Context: an optimization exercise on an open-source flow, tuned for small area and few clock cycles. The choices shown serve that exercise and are no tape-out recipe.
In this exercise RTL edits were held to simulation tests only and were not proved equivalent to the original.
Power and IR drop assume default switching activity.

before:
Design byte_stream_find_replace, start of the top module:
module byte_stream_find_replace (
  input  logic        clk,
  input  logic        rst,
  input  logic        text_valid,
  output logic        text_ready,
  input  logic [7:0]  text_byte,
  input  logic        text_last,
  output logic        result_valid,
  input  logic        result_ready,
  output logic [7:0]  result_byte,
  output logic        result_byte_valid,
  output logic        result_string_end,
  output logic        result_run_end,
  input  logic        cfg_valid,
  output logic        cfg_ready,
  input  logic [2:0]  cfg_index,
  input  logic [63:0] cfg_data
);
==> module bsfr_out_buf, before the edit <==
module bsfr_out_buf (
  input  logic               clk,
  input  logic               rst,
  input  logic               accept,      
  input  logic [7:0]         mask_load,   
  input  logic               wsrc_load,   
  input  logic               bare_load,   
  input  logic               last,        
  input  logic [7:0][7:0]    hist,        
  input  logic [7:0][7:0]    word,
  input  logic               word_set,    
  output logic               more,        
  output logic               top_busy,    
  output logic               result_valid,
  input  logic               result_ready,
  output logic [7:0]         result_byte,
  output logic               result_byte_valid,
  output logic               result_string_end,
  output logic               result_run_end
);
  logic [7:0] mask;
  logic       wsrc;
  logic       hsrc;
  logic       bare;
  logic       slast;
  logic [7:0] mask_pop;
  logic [7:0] mask_base;
  logic [7:0] sel;
  logic       pop;
  always_comb begin
    for (int k = 0; k < 8; k++) begin
      mask_pop[k] = mask[k] && (k < 7 ? mask[k+1] : 1'b0);
      sel[k]      = mask[k] && !(k < 7 ? mask[k+1] : 1'b0);
    end
    result_byte = '0;
    for (int k = 0; k < 8; k++) begin
      result_byte = result_byte
                  | (hist[k]   & {8{sel[k] && hsrc}})
                  | (word[7-k] & {8{sel[k] && wsrc}});
    end
  end
  assign result_valid      = (|mask) || bare;
  assign result_run_end    = !(|mask_pop);
  assign result_string_end = slast && result_run_end;
  assign result_byte_valid = !bare;
  assign pop       = result_valid && result_ready;
  assign more      = result_valid && !(result_run_end && result_ready);
  assign top_busy  = mask[7] && hsrc && !pop;
  assign mask_base = pop ? mask_pop : mask;
  always_ff @(posedge clk) begin
    if (rst) begin
      mask <= '0;
      bare <= 1'b0;
    end else if (accept) begin
      mask <= (hsrc ? {mask_base[6:0], 1'b0} : mask_base) | mask_load;
      bare <= (bare && !pop) || bare_load;
    end else if (pop) begin
      mask <= mask_pop;
      bare <= 1'b0;
    end
  end
  always_ff @(posedge clk) begin
    if (accept && !more) begin
      slast <= last;
      wsrc  <= wsrc_load && word_set;
      hsrc  <= !wsrc_load;
    end
  end
endmodule
Settings: LEC_CHECK=0, CAP_MARGIN=20, CORE_MARGIN=2, CORE_UTILIZATION=75, CTS_BUF_LIST=sky130_fd_sc_hd__clkbuf_8 sky130_fd_sc_hd__clkbuf_16, CTS_CLUSTER_DIAMETER=60, CTS_CLUSTER_SIZE=24, SLEW_MARGIN=20; clock period 6.0 ns.
standard.sh (not shown) runs the stock make flow with config.mk's settings and CLKGATE_MAP_FILE= SYNTH_SCRIPT=/design/flow/synth_recipe.tcl, a recipe that flattens the netlist after the stock synthesis.
==> flow/flow/run.sh <==
#!/bin/bash
# The standard layout, with each port buffered by the smallest buffer cell.
set -euo pipefail
export BUFFER_PORTS_ARGS="-buffer_cell sky130_fd_sc_hd__buf_1"
bash standard.sh finish > standard_flow.log 2>&1
before has completed all stages; timing, DRC and antenna checks passed.
Testbench counts of before, summed over its fixed seeds: cycles 43,086.
## Diff of input files: after against before
--- a/flow/design.v
+++ b/flow/design.v
@@ -28,13 +28,12 @@
   output logic               result_byte_valid,
   output logic               result_string_end,
   output logic               result_run_end
 );
   logic [7:0] mask;
   logic       wsrc;
-  logic       hsrc;
   logic       bare;
   logic       slast;
   logic [7:0] mask_pop;
   logic [7:0] mask_base;
   logic [7:0] sel;
   logic       pop;
@@ -43,41 +42,40 @@
       mask_pop[k] = mask[k] && (k < 7 ? mask[k+1] : 1'b0);
       sel[k]      = mask[k] && !(k < 7 ? mask[k+1] : 1'b0);
     end
     result_byte = '0;
     for (int k = 0; k < 8; k++) begin
       result_byte = result_byte
-                  | (hist[k]   & {8{sel[k] && hsrc}})
-                  | (word[7-k] & {8{sel[k] && wsrc}});
+                  | (hist[k]   & {8{sel[k] && !wsrc}})
+                  | (word[7-k] & {8{sel[k] && wsrc && word_set}});
     end
   end
   assign result_valid      = (|mask) || bare;
   assign result_run_end    = !(|mask_pop);
   assign result_string_end = slast && result_run_end;
   assign result_byte_valid = !bare;
   assign pop       = result_valid && result_ready;
   assign more      = result_valid && !(result_run_end && result_ready);
-  assign top_busy  = mask[7] && hsrc && !pop;
+  assign top_busy  = mask[7] && !wsrc && !pop;
   assign mask_base = pop ? mask_pop : mask;
   always_ff @(posedge clk) begin
     if (rst) begin
       mask <= '0;
       bare <= 1'b0;
     end else if (accept) begin
-      mask <= (hsrc ? {mask_base[6:0], 1'b0} : mask_base) | mask_load;
+      mask <= (wsrc ? mask_base : {mask_base[6:0], 1'b0}) | mask_load;
       bare <= (bare && !pop) || bare_load;
     end else if (pop) begin
       mask <= mask_pop;
       bare <= 1'b0;
     end
   end
   always_ff @(posedge clk) begin
     if (accept && !more) begin
       slast <= last;
-      wsrc  <= wsrc_load && word_set;
-      hsrc  <= !wsrc_load;
+      wsrc  <= wsrc_load;
     end
   end
 endmodule
 module byte_stream_find_replace (
   input  logic        clk,
   input  logic        rst,
==> run summary <==
Compared before against after; cell internal power dissipation within noise.
[after vs before] fraction of power spent switching nets: lower in after
Routed wire length in after is about 3% below before.
The post-synthesis compound-gate area fraction reported for after is greater than that of before by 2.0 points.
Overall fraction of global-route tracks in use for after is lower than for before.
before has a higher arrival time of the worst setup path than after.
Taking before as the reference point, the period utilization of after falls by 4.7 points.
Worst setup margin was lower in before than in after.
X dimension of the die: lower on before
Critical path capture point: result_byte[5] -> after, result_byte[0] -> before
before and after ended up with roughly the same clock network power.
For the via count, after came in 70 higher than before did.
Comparing maximum frequency for after and before, the bigger number came from after.
In the reports for after and before, the smaller portion of the layout cell area used by clock cells belongs to after.
Testbench counts of after, summed over its fixed seeds: cycles 43,086.

port drivers added, routing unchanged:
Ports are ideal in the flow. The routed layouts listed here were re-timed in OpenROAD. Step 1, drivers: a clkbuf_16 drives clk and a buf_2 each remaining input, both assumed. Step 2 moves the port delays by t, midway between the first and last clock arrival at a register: inputs arrive t later, outputs are due t later. That takes back most of the time a late clock gives input paths. Three values: ideal, step 1, step 2; two values: the first two.
run | shift t [ns] | setup WS [ns] | clock arrival spread, ns | cell pins on the clock port's net
before | 0.521 | 1.160 / 1.117 / 1.523 | 0.014 / 0.014 | 1
after | 0.520 | 1.440 / 1.394 / 1.686 | 0.016 / 0.015 | 1
After both steps every run listed still meets setup and hold.
